Source: an optimization exercise on an open RTL-to-GDS flow (aim: small area, a short achievable clock period and few clock cycles per item). Production flows keep margins and buffers that such runs may drop.
In this exercise RTL edits were held to simulation tests only and were not proved equivalent to the original.

==> flow/design.v, too long to show whole: its modules and the start of the top module <==
// module mhdg_wrap: 19 lines
// module magnetometer_heading_core: 1832 lines
module magnetometer_heading_core #(
    parameter int CORDIC_STEPS = mhdg_pkg::CORDIC_STEPS_DEF,
    parameter int SAMPLE_WIDTH = mhdg_pkg::SAMPLE_WIDTH_DEF
) (
    input  logic                                i_clk,
    input  logic                                i_rst_n,
    input  logic                                i_s_tvalid,
    output logic                                o_s_tready,
    input  logic [mhdg_pkg::S_TDATA_W-1:0]      i_s_tdata,    
    input  logic                                i_s_tuser,    
    output logic                                o_m_tvalid,
    input  logic                                i_m_tready,
    output logic [mhdg_pkg::M_TDATA_W-1:0]      o_m_tdata,    
    input  logic                                i_cfg_we,
    input  logic [mhdg_pkg::CFG_IDX_W-1:0]      i_cfg_idx,
    input  logic [mhdg_pkg::CFG_DATA_W-1:0]     i_cfg_data
);
  // ...
==> flow/flow/run.sh <==
#!/bin/bash
# The standard layout, except that the port buffers buffer_ports inserts are
# sky130_fd_sc_hd__buf_4 cells rather than the library's default choice.
set -euo pipefail
bash standard.sh 'BUFFER_PORTS_ARGS=-buffer_cell sky130_fd_sc_hd__buf_4' finish > standard_sh.log 2>&1
==> flow/standard.sh <==
#!/bin/bash
# synth_recipe.tcl (not shown) runs the flow's synth.tcl, then flattens the netlist and writes it again
# the make line also repeats each setting of config.mk as NAME=value (left out here)
make -C /OpenROAD-flow-scripts/flow DESIGN_CONFIG=/design/flow/config.mk WORK_HOME=/design/flow/orfs CLKGATE_MAP_FILE= SYNTH_SCRIPT=/design/flow/synth_recipe.tcl "${@:-finish}"
==> flow/config.mk <==
export PLATFORM = sky130hd
export DESIGN_NAME = magnetometer_heading_core
export DESIGN_NICKNAME = magnetometer_heading_core
export VERILOG_FILES = /design/flow/design.v
export SDC_FILE = /design/flow/constraint.sdc
export NUM_CORES = 4
export LEC_CHECK = 0
export ABC_AREA = 1
export CAP_MARGIN = 20
export CORE_MARGIN = 2
export CORE_UTILIZATION = 40
export GPL_TIMING_DRIVEN = 0
export SLEW_MARGIN = 20
==> flow/constraint.sdc <==
create_clock -name core_clock -period 13.0 [get_ports {i_clk}]
set_input_delay 2.6000 -clock core_clock [delete_from_list [all_inputs] [get_ports {i_clk}]]
set_output_delay 2.6000 -clock core_clock [all_outputs]
set_load 0.01 [all_outputs]
==> summary.txt, run 1 <==
CTS tree=built; multiplexer share of the synthesized area=less than 1%; layout cells sized above 1=4.63%; drt via density=between 5 and 6; buffer share of cell area=under 10%; htree depth=4; worst skew pair latency=0.84 ns; Inserted Clock Buffers=164; Syn Area/Cell=roughly 9.5 µm²; status=timing/DRC/antenna clean; Arrival @ worst endpoint=5.12 ns; Cell Chain, Critical Path=clkbuf_1, clkinv_1, o22ai_1, xor2_1, fa_1, fa_1, fa_1, fa_1; fraction of area in multi-input gates=47.0%; hold path cells=0; top-count cell post-synth=nand2_1; Repair and plain buffers=a little over 400; Worst R2R End=r2_rbx[26]$_DFFE_PP_; via count=72200; GR Util All Layers=21.9%; Post-synth top cells=1691 x nand2_1, 1218 x inv_1, 1198 x edfxtp_1, 980 x xor2_1, 697 x ha_1; clock sinks=~1400; Crit Path Class=flop to flop; xor and xnor area share after synthesis=12.7%; Slew Viols, Final=0; clock-cell share of area=5.44%; multi-input gates=roughly 7200; pre-CTS setup slack=approximately 8.1 ns; postcts setup bufs=0; Max Cap Violations=0; proportion of cell area occupied by registers=between 30% and 40%; routed wl met3=roughly 14000 µm; Least-Margin Pin Slew=~1.2 ns; met1 Use GR=around 28%; root buffer cell=clkbuf_16; CP required=about 14 ns; crit path max-delay cell type=clkinv_1; GR Util met2=a little under two fifths; CP startpoint kind=flop
Testbench counts, summed over its fixed seeds: cycles 4,176, items 3,072.
==> inputs of run 2 (changes only) <==
--- a/flow/design.v
+++ b/flow/design.v
@@ -1342,139 +1342,27 @@
     assign w16_x_14 = w16_xa[25:1];
     assign w17_d_14 = !r17_y_14[12];
     wire [11:0] w17_xs = {{1{1'b0}}, r17_x_14[24:14]};
     wire [11:0] w17_yl = r17_y_14[11:0];
     wire [12:0] w17_ya = {w17_yl, 1'b1} + {w17_xs ^ {12{w17_d_14}}, w17_d_14};
     assign w17_y_15 = w17_ya[12:1];
     assign w18_d_15 = !r18_y_15[11];
     wire [5:0] w19_zsel0 = {r18_qp, r18_qn, r18_d_0, r18_d_1, r18_d_2, r18_d_3};
-    logic [25:0] w19_zlut0;
-    always_comb begin
-        case (w19_zsel0)
-            6'd0: w19_zlut0 = 26'd60563048;
-            6'd1: w19_zlut0 = 26'd61496938;
-            6'd2: w19_zlut0 = 26'd62402806;
-            6'd3: w19_zlut0 = 26'd63336696;
-            6'd4: w19_zlut0 = 26'd64044982;
-            6'd5: w19_zlut0 = 26'd64978872;
-            6'd6: w19_zlut0 = 26'd65884740;
-            6'd7: w19_zlut0 = 26'd66818630;
-            6'd8: w19_zlut0 = 26'd66461288;
-            6'd9: w19_zlut0 = 26'd286314;
-            6'd10: w19_zlut0 = 26'd1192182;
-            6'd11: w19_zlut0 = 26'd2126072;
-            6'd12: w19_zlut0 = 26'd2834358;
-            6'd13: w19_zlut0 = 26'd3768248;
-            6'd14: w19_zlut0 = 26'd4674116;
-            6'd15: w19_zlut0 = 26'd5608006;
-            6'd16: w19_zlut0 = 26'd54664808;
-            6'd17: w19_zlut0 = 26'd55598698;
-            6'd18: w19_zlut0 = 26'd56504566;
-            6'd19: w19_zlut0 = 26'd57438456;
-            6'd20: w19_zlut0 = 26'd58146742;
-            6'd21: w19_zlut0 = 26'd59080632;
-            6'd22: w19_zlut0 = 26'd59986500;
-            6'd23: w19_zlut0 = 26'd60920390;
-            6'd24: w19_zlut0 = 26'd60563048;
-            6'd25: w19_zlut0 = 26'd61496938;
-            6'd26: w19_zlut0 = 26'd62402806;
-            6'd27: w19_zlut0 = 26'd63336696;
-            6'd28: w19_zlut0 = 26'd64044982;
-            6'd29: w19_zlut0 = 26'd64978872;
-            6'd30: w19_zlut0 = 26'd65884740;
-            6'd31: w19_zlut0 = 26'd66818630;
-            6'd32: w19_zlut0 = 26'd66461288;
-            6'd33: w19_zlut0 = 26'd286314;
-            6'd34: w19_zlut0 = 26'd1192182;
-            6'd35: w19_zlut0 = 26'd2126072;
-            6'd36: w19_zlut0 = 26'd2834358;
-            6'd37: w19_zlut0 = 26'd3768248;
-            6'd38: w19_zlut0 = 26'd4674116;
-            6'd39: w19_zlut0 = 26'd5608006;
-            6'd40: w19_zlut0 = 26'd5250664;
-            6'd41: w19_zlut0 = 26'd6184554;
-            6'd42: w19_zlut0 = 26'd7090422;
-            6'd43: w19_zlut0 = 26'd8024312;
-            6'd44: w19_zlut0 = 26'd8732598;
-            6'd45: w19_zlut0 = 26'd9666488;
-            6'd46: w19_zlut0 = 26'd10572356;
-            6'd47: w19_zlut0 = 26'd11506246;
-            default: w19_zlut0 = 26'd0;
-        endcase
-    end
+    wire [1663:0] w19_ztab0 = {26'd0, 26'd0, 26'd0, 26'd0, 26'd0, 26'd0, 26'd0, 26'd0, 26'd0, 26'd0, 26'd0, 26'd0, 26'd0, 26'd0, 26'd0, 26'd0, 26'd11506246, 26'd10572356, 26'd9666488, 26'd8732598, 26'd8024312, 26'd7090422, 26'd6184554, 26'd5250664, 26'd5608006, 26'd4674116, 26'd3768248, 26'd2834358, 26'd2126072, 26'd1192182, 26'd286314, 26'd66461288, 26'd66818630, 26'd65884740, 26'd64978872, 26'd64044982, 26'd63336696, 26'd62402806, 26'd61496938, 26'd60563048, 26'd60920390, 26'd59986500, 26'd59080632, 26'd58146742, 26'd57438456, 26'd56504566, 26'd55598698, 26'd54664808, 26'd5608006, 26'd4674116, 26'd3768248, 26'd2834358, 26'd2126072, 26'd1192182, 26'd286314, 26'd66461288, 26'd66818630, 26'd65884740, 26'd64978872, 26'd64044982, 26'd63336696, 26'd62402806, 26'd61496938, 26'd60563048};
+    wire [25:0] w19_zlut0 = w19_ztab0[w19_zsel0 * 26 +: 26];
     wire [3:0] w19_zsel1 = {r18_d_4, r18_d_5, r18_d_6, r18_d_7};
-    logic [25:0] w19_zlut1;
-    always_comb begin
-        case (w19_zsel1)
-            4'd0: w19_zlut1 = 26'd0;
-            4'd1: w19_zlut1 = 26'd58670;
-            4'd2: w19_zlut1 = 26'd117332;
-            4'd3: w19_zlut1 = 26'd176002;
-            4'd4: w19_zlut1 = 26'd234608;
-            4'd5: w19_zlut1 = 26'd293278;
-            4'd6: w19_zlut1 = 26'd351940;
-            4'd7: w19_zlut1 = 26'd410610;
-            4'd8: w19_zlut1 = 26'd468758;
-            4'd9: w19_zlut1 = 26'd527428;
-            4'd10: w19_zlut1 = 26'd586090;
-            4'd11: w19_zlut1 = 26'd644760;
-            4'd12: w19_zlut1 = 26'd703366;
-            4'd13: w19_zlut1 = 26'd762036;
-            4'd14: w19_zlut1 = 26'd820698;
-            4'd15: w19_zlut1 = 26'd879368;
-            default: w19_zlut1 = 26'd0;
-        endcase
-    end
+    wire [415:0] w19_ztab1 = {26'd879368, 26'd820698, 26'd762036, 26'd703366, 26'd644760, 26'd586090, 26'd527428, 26'd468758, 26'd410610, 26'd351940, 26'd293278, 26'd234608, 26'd176002, 26'd117332, 26'd58670, 26'd0};
+    wire [25:0] w19_zlut1 = w19_ztab1[w19_zsel1 * 26 +: 26];
     wire [3:0] w19_zsel2 = {r18_d_8, r18_d_9, r18_d_10, r18_d_11};
-    logic [25:0] w19_zlut2;
-    always_comb begin
-        case (w19_zsel2)
-            4'd0: w19_zlut2 = 26'd0;
-            4'd1: w19_zlut2 = 26'd3666;
-            4'd2: w19_zlut2 = 26'd7334;
-            4'd3: w19_zlut2 = 26'd11000;
-            4'd4: w19_zlut2 = 26'd14668;
-            4'd5: w19_zlut2 = 26'd18334;
-            4'd6: w19_zlut2 = 26'd22002;
-            4'd7: w19_zlut2 = 26'd25668;
-            4'd8: w19_zlut2 = 26'd29336;
-            4'd9: w19_zlut2 = 26'd33002;
-            4'd10: w19_zlut2 = 26'd36670;
-            4'd11: w19_zlut2 = 26'd40336;
-            4'd12: w19_zlut2 = 26'd44004;
-            4'd13: w19_zlut2 = 26'd47670;
-            4'd14: w19_zlut2 = 26'd51338;
-            4'd15: w19_zlut2 = 26'd55004;
-            default: w19_zlut2 = 26'd0;
-        endcase
-    end
+    wire [415:0] w19_ztab2 = {26'd55004, 26'd51338, 26'd47670, 26'd44004, 26'd40336, 26'd36670, 26'd33002, 26'd29336, 26'd25668, 26'd22002, 26'd18334, 26'd14668, 26'd11000, 26'd7334, 26'd3666, 26'd0};
+    wire [25:0] w19_zlut2 = w19_ztab2[w19_zsel2 * 26 +: 26];
     wire [3:0] w19_zsel3 = {r18_d_12, r18_d_13, r18_d_14, w18_d_15};
-    logic [25:0] w19_zlut3;
-    always_comb begin
-        case (w19_zsel3)
-            4'd0: w19_zlut3 = 26'd0;
-            4'd1: w19_zlut3 = 26'd230;
-            4'd2: w19_zlut3 = 26'd458;
-            4'd3: w19_zlut3 = 26'd688;
-            4'd4: w19_zlut3 = 26'd916;
-            4'd5: w19_zlut3 = 26'd1146;
-            4'd6: w19_zlut3 = 26'd1374;
-            4'd7: w19_zlut3 = 26'd1604;
-            4'd8: w19_zlut3 = 26'd1834;
-            4'd9: w19_zlut3 = 26'd2064;
-            4'd10: w19_zlut3 = 26'd2292;
-            4'd11: w19_zlut3 = 26'd2522;
-            4'd12: w19_zlut3 = 26'd2750;
-            4'd13: w19_zlut3 = 26'd2980;
-            4'd14: w19_zlut3 = 26'd3208;
-            4'd15: w19_zlut3 = 26'd3438;
-            default: w19_zlut3 = 26'd0;
-        endcase
-    end
+    wire [415:0] w19_ztab3 = {26'd3438, 26'd3208, 26'd2980, 26'd2750, 26'd2522, 26'd2292, 26'd2064, 26'd1834, 26'd1604, 26'd1374, 26'd1146, 26'd916, 26'd688, 26'd458, 26'd230, 26'd0};
+    wire [25:0] w19_zlut3 = w19_ztab3[w19_zsel3 * 26 +: 26];
     wire w19_zt1 = (w19_zlut0[0]) ^ (w19_zlut1[0]);
     wire w19_zt2 = (w19_zlut0[0]) & (w19_zlut1[0]);
     wire w19_zt3 = (w19_zlut0[1]) ^ (w19_zlut1[1]) ^ (w19_zlut2[1]);
     wire w19_zt4 = ((w19_zlut0[1]) & (w19_zlut1[1])) | ((w19_zlut0[1]) & (w19_zlut2[1])) | ((w19_zlut1[1]) & (w19_zlut2[1]));
     wire w19_zt5 = (w19_zlut0[2]) ^ (w19_zlut1[2]) ^ (w19_zlut2[2]);
     wire w19_zt6 = ((w19_zlut0[2]) & (w19_zlut1[2])) | ((w19_zlut0[2]) & (w19_zlut2[2])) | ((w19_zlut1[2]) & (w19_zlut2[2]));
     wire w19_zt7 = (w19_zlut0[3]) ^ (w19_zlut1[3]) ^ (w19_zlut2[3]);
     wire w19_zt8 = ((w19_zlut0[3]) & (w19_zlut1[3])) | ((w19_zlut0[3]) & (w19_zlut2[3])) | ((w19_zlut1[3]) & (w19_zlut2[3]));
==> flow/run.sh (new file) <==
#!/bin/bash
# synth_recipe.tcl (not shown) runs the flow's synth.tcl, then flattens the netlist and writes it again
# the make line also repeats each setting of config.mk as NAME=value (left out here)
make -C /OpenROAD-flow-scripts/flow DESIGN_CONFIG=/design/flow/config.mk WORK_HOME=/design/flow/orfs CLKGATE_MAP_FILE= SYNTH_SCRIPT=/design/flow/synth_recipe.tcl finish
removed: flow/flow/run.sh
removed: flow/standard.sh
==> summary.txt, run 2 <==
status=timing/DRC/antenna clean; fin nets=~12000; Core Area=roughly 240000 µm²; DIE WIDTH=approximately 490 µm; RSZ-0062 raised after global routing=no; I/O Pins=a little over 90; htree depth=4 (unchanged); via count=72600 (+0.54%); Post-Synth Adder-Cell Area=between 10% and 20%; ys async rst share=0%; synth top area cells=edfxtp_1 38%, ha_1 9.0%, xor2_1 8.9%; Synth Flop Type=edfxtp_1; flops & latches, synth=around 1300; xor and xnor area share after synthesis=12.8% (+0.16 points); root buffer cell=clkbuf_16; Post-synth top cells=1706 x nand2_1, 1198 x edfxtp_1, 1177 x inv_1, 973 x xor2_1, 701 x a21oi_1; post_cts resized=0; Die Span Y=approximately 490 µm; number of synthesized flops with an enable pin=around 1200; Syn Area/Cell=9.39 µm² (-0.72%); PnR worst setup slack=roughly 8.5 ns; GR Util All Layers=21.6% (-0.32 points); TritonRoute pass-1 iters=6; synthesized area=95800 µm²; layout cells sized above 1=3.91% (-0.72 points); CTS tree=built; maximum fanout along the worst path=3; first-pass GRT wire length=about 400000 µm; area grow syn2layout=10.9%; crit-path max cell delay=roughly 0.6 ns; # rows=around 180; grt ovf=0; drt via density=5.27 (+0.97%); 1st-iter DRT viols=roughly 6200; finished layout cell area=around 110000 µm²; hpwl dp=roughly 210000 µm; Antenna Violating Nets Remaining=0; multiplexer share of the synthesized area=0.0313% (-0.010 points); port bufs=between 80 and 90; Worst-path clk slew=around 0.060 ns; Inserted Clock Buffers=158 (-3.7%); crit path max-delay cell type=clkdlybuf4s50_1; Post-route DRC=0; Hold Fails Final Rpt=0; Yosys cell types=70; Slew Viols, Final=0 (unchanged); Post-Synth Simple-Gate Area=about an eighth; Setup violations, final=0; Cell Chain, Critical Path=clkdlybuf4s50_1; pre-CTS setup slack=8.46 ns (+0.379 ns); starting density of the core=between 40% and 50%; postcts setup bufs=0 (unchanged); Fmax achieved=between 200 and 250 MHz; worst skew pair latency=0.85 ns (about the same); Crit. End Element=primary output; Crit Path Class=flop to primary output; Worst Clk Skew=between 0.05 and 0.06 ns; top-count cell post-synth=nand2_1; largest area contributor in the netlist=edfxtp_1; non-filler cells, final=around 14000; Largest regs=r2_rax (40), r2_ray (40); Top Family by Delay on Critical Path=buffers and inverters; gpl congestion=0.972; combinational family with the most area after synthesis=adder cells; clock sinks=1342 (-3.9%); antenna violations before repair=8; Arrival @ worst endpoint=1.88 ns (-3.24 ns); Max Cap Violations=0 (unchanged); Ys Warns=2; die area=roughly 240000 µm²; Routed WL=between 200000 and 300000 µm; min Tclk post-route=~4.5 ns; Inst Count DP=13500; Synth Area in Compound Gates=a little over a tenth; Max Buffers Root-to-Sink=3; drt wl/cell=19.4 µm; vias in the first global route=~72000; maximum number of pins on one net before global-route repair=63; CP startpoint kind=flop; Post-CTS Hold Buffers=0; DP Area=~100000 µm²; Least-Margin Pin Slew=1.16 ns (-0.0769 ns); CP required=10.40 ns (-3.14 ns); fill cell count=around 23000; slew margin rel.=roughly 23%; Mapped Cells=between 10000 and 15000; most frequent cells in the layout=1706 x nand2_1, 1198 x edfxtp_1, 1177 x inv_1; sequential share of the synthesized area=roughly two fifths; top cell type's share of synthesized area=around 38%; hold crit path type=flop to flop; commonest non-fill, non-tap cell in the layout=nand2_1; Final Cycle Share=34.5%; CP bufs+invs=1
-- run 2: changes by cell type after synthesis, sizes merged, moves of 10 or more --
cell and delta:
or2 -10, nor2 +51, nor4 +10, inv -36, nand2 +20, nand3 +21
a21o -11, o21ai +12, dfxtp -55
-- run 2: per-stage QoR --
stage | setup TNS, ns | utilization [%] | hold WS [ns]
final | 0 | 44.6 | 0.397
after global routing | 0 | 44.6 | 0.404
after CTS | 0 | 44.6 | 0.393
after detailed placement | 0 | 42.5 | 0.405
after global placement | -9.23 | 42.3 | 0.401
after floorplan | 0 | - | 0.400
-- run 2: cell type report --
type / instances / area (µm²) / area share (%)
multi-input cells: 7307 / 51000 / 48.0
flip-flops and latches: 1342 / 38900 / 36.6
inverters: 1253 / 4700 / 4.42
clock buffers: 181 / 4050 / 3.81
well taps: 3167 / 3960 / 3.73
repair buffers: 105 / 1380 / 1.30
plain buffers: 305 / 1300 / 1.23
clock inverters: 108 / 1050 / 0.988
diodes: 5 / 12.5 / 0.0118
-- run 2: final timing paths --
path | startpoint | end | slack [ns] | cells past startpoint
max | r_o_v$_SDFFE_PN0P_ | o_m_tvalid | 8.52 | 1
min | r17_d_2$_DFFE_PP_ | r18_d_2$_DFFE_PP_ | 0.40 | 0
max reg2reg | r_gain_x[23]$_SDFFE_PN0P_ | r2_rbx[26]$_DFFE_PP_ | 8.77 | 8
min reg2reg | r17_d_2$_DFFE_PP_ | r18_d_2$_DFFE_PP_ | 0.40 | 0
-- run 2: cells by family (layout without fill, tap and decap cells) --
logic type               Yosys count  after routing
flip-flops                      1342           1342
AO/OA/AOI/OAI                   1865           1865
XOR/XNOR                        1403           1403
multiplexers                       3              3
buffers and inverters           1558           1952
other                              1             11
AND/OR/NAND/NOR                 2985           2985
adder cells (fa/ha/maj)         1045           1045
-- run 2: per-layer routing --
layer | GRT usage [%] | share of wire [%]
met5 | 0 | 0.010
met4 | 7.11 | 3.2
met3 | 3.56 | 6.3
met2 | 35.1 | 46
met1 | 29.1 | 45
Testbench counts of run 2, summed over its fixed seeds: cycles 4,176, items 3,072.

[afterwards: timing with drivers on the ports]
Ports are ideal in the flow. The routed layouts listed here were re-timed in OpenROAD.
Step 1 (the two cells are an assumption about what drives the block):
set clk [get_ports {i_clk}]
set_driving_cell -lib_cell sky130_fd_sc_hd__clkbuf_16 $clk
set_driving_cell -lib_cell sky130_fd_sc_hd__buf_2 [delete_from_list [all_inputs] $clk]
Step 2 adds t to the input delays and takes it off the output delays; t is the mean of the earliest and latest rising clock arrival at the registers after step 1. Input paths then give back, and output paths get back, about the clock's delay inside the block.
a / b / c = no drivers / after step 1 / after step 2; a / b = the first two.
| run | t, ns | setup WS [ns] | worst setup path at the end | slew at the worst register clock pin (ns) | worst data-port slew with drivers (ns) |
|---|---|---|---|---|---|
| run 1 | 0.892 | 8.416 / 8.416 / 8.174 | input to register | 0.08 / 0.08 | 0.20 |
| run 2 | 0.924 | 8.519 / 8.419 / 8.235 | input to register | 0.07 / 0.07 | 0.21 |
After both steps setup and hold are still met in every run listed. For run 2, which loses most, drivers alone change the setup slack by -0.100 ns; drivers and shift together by -0.284 ns.
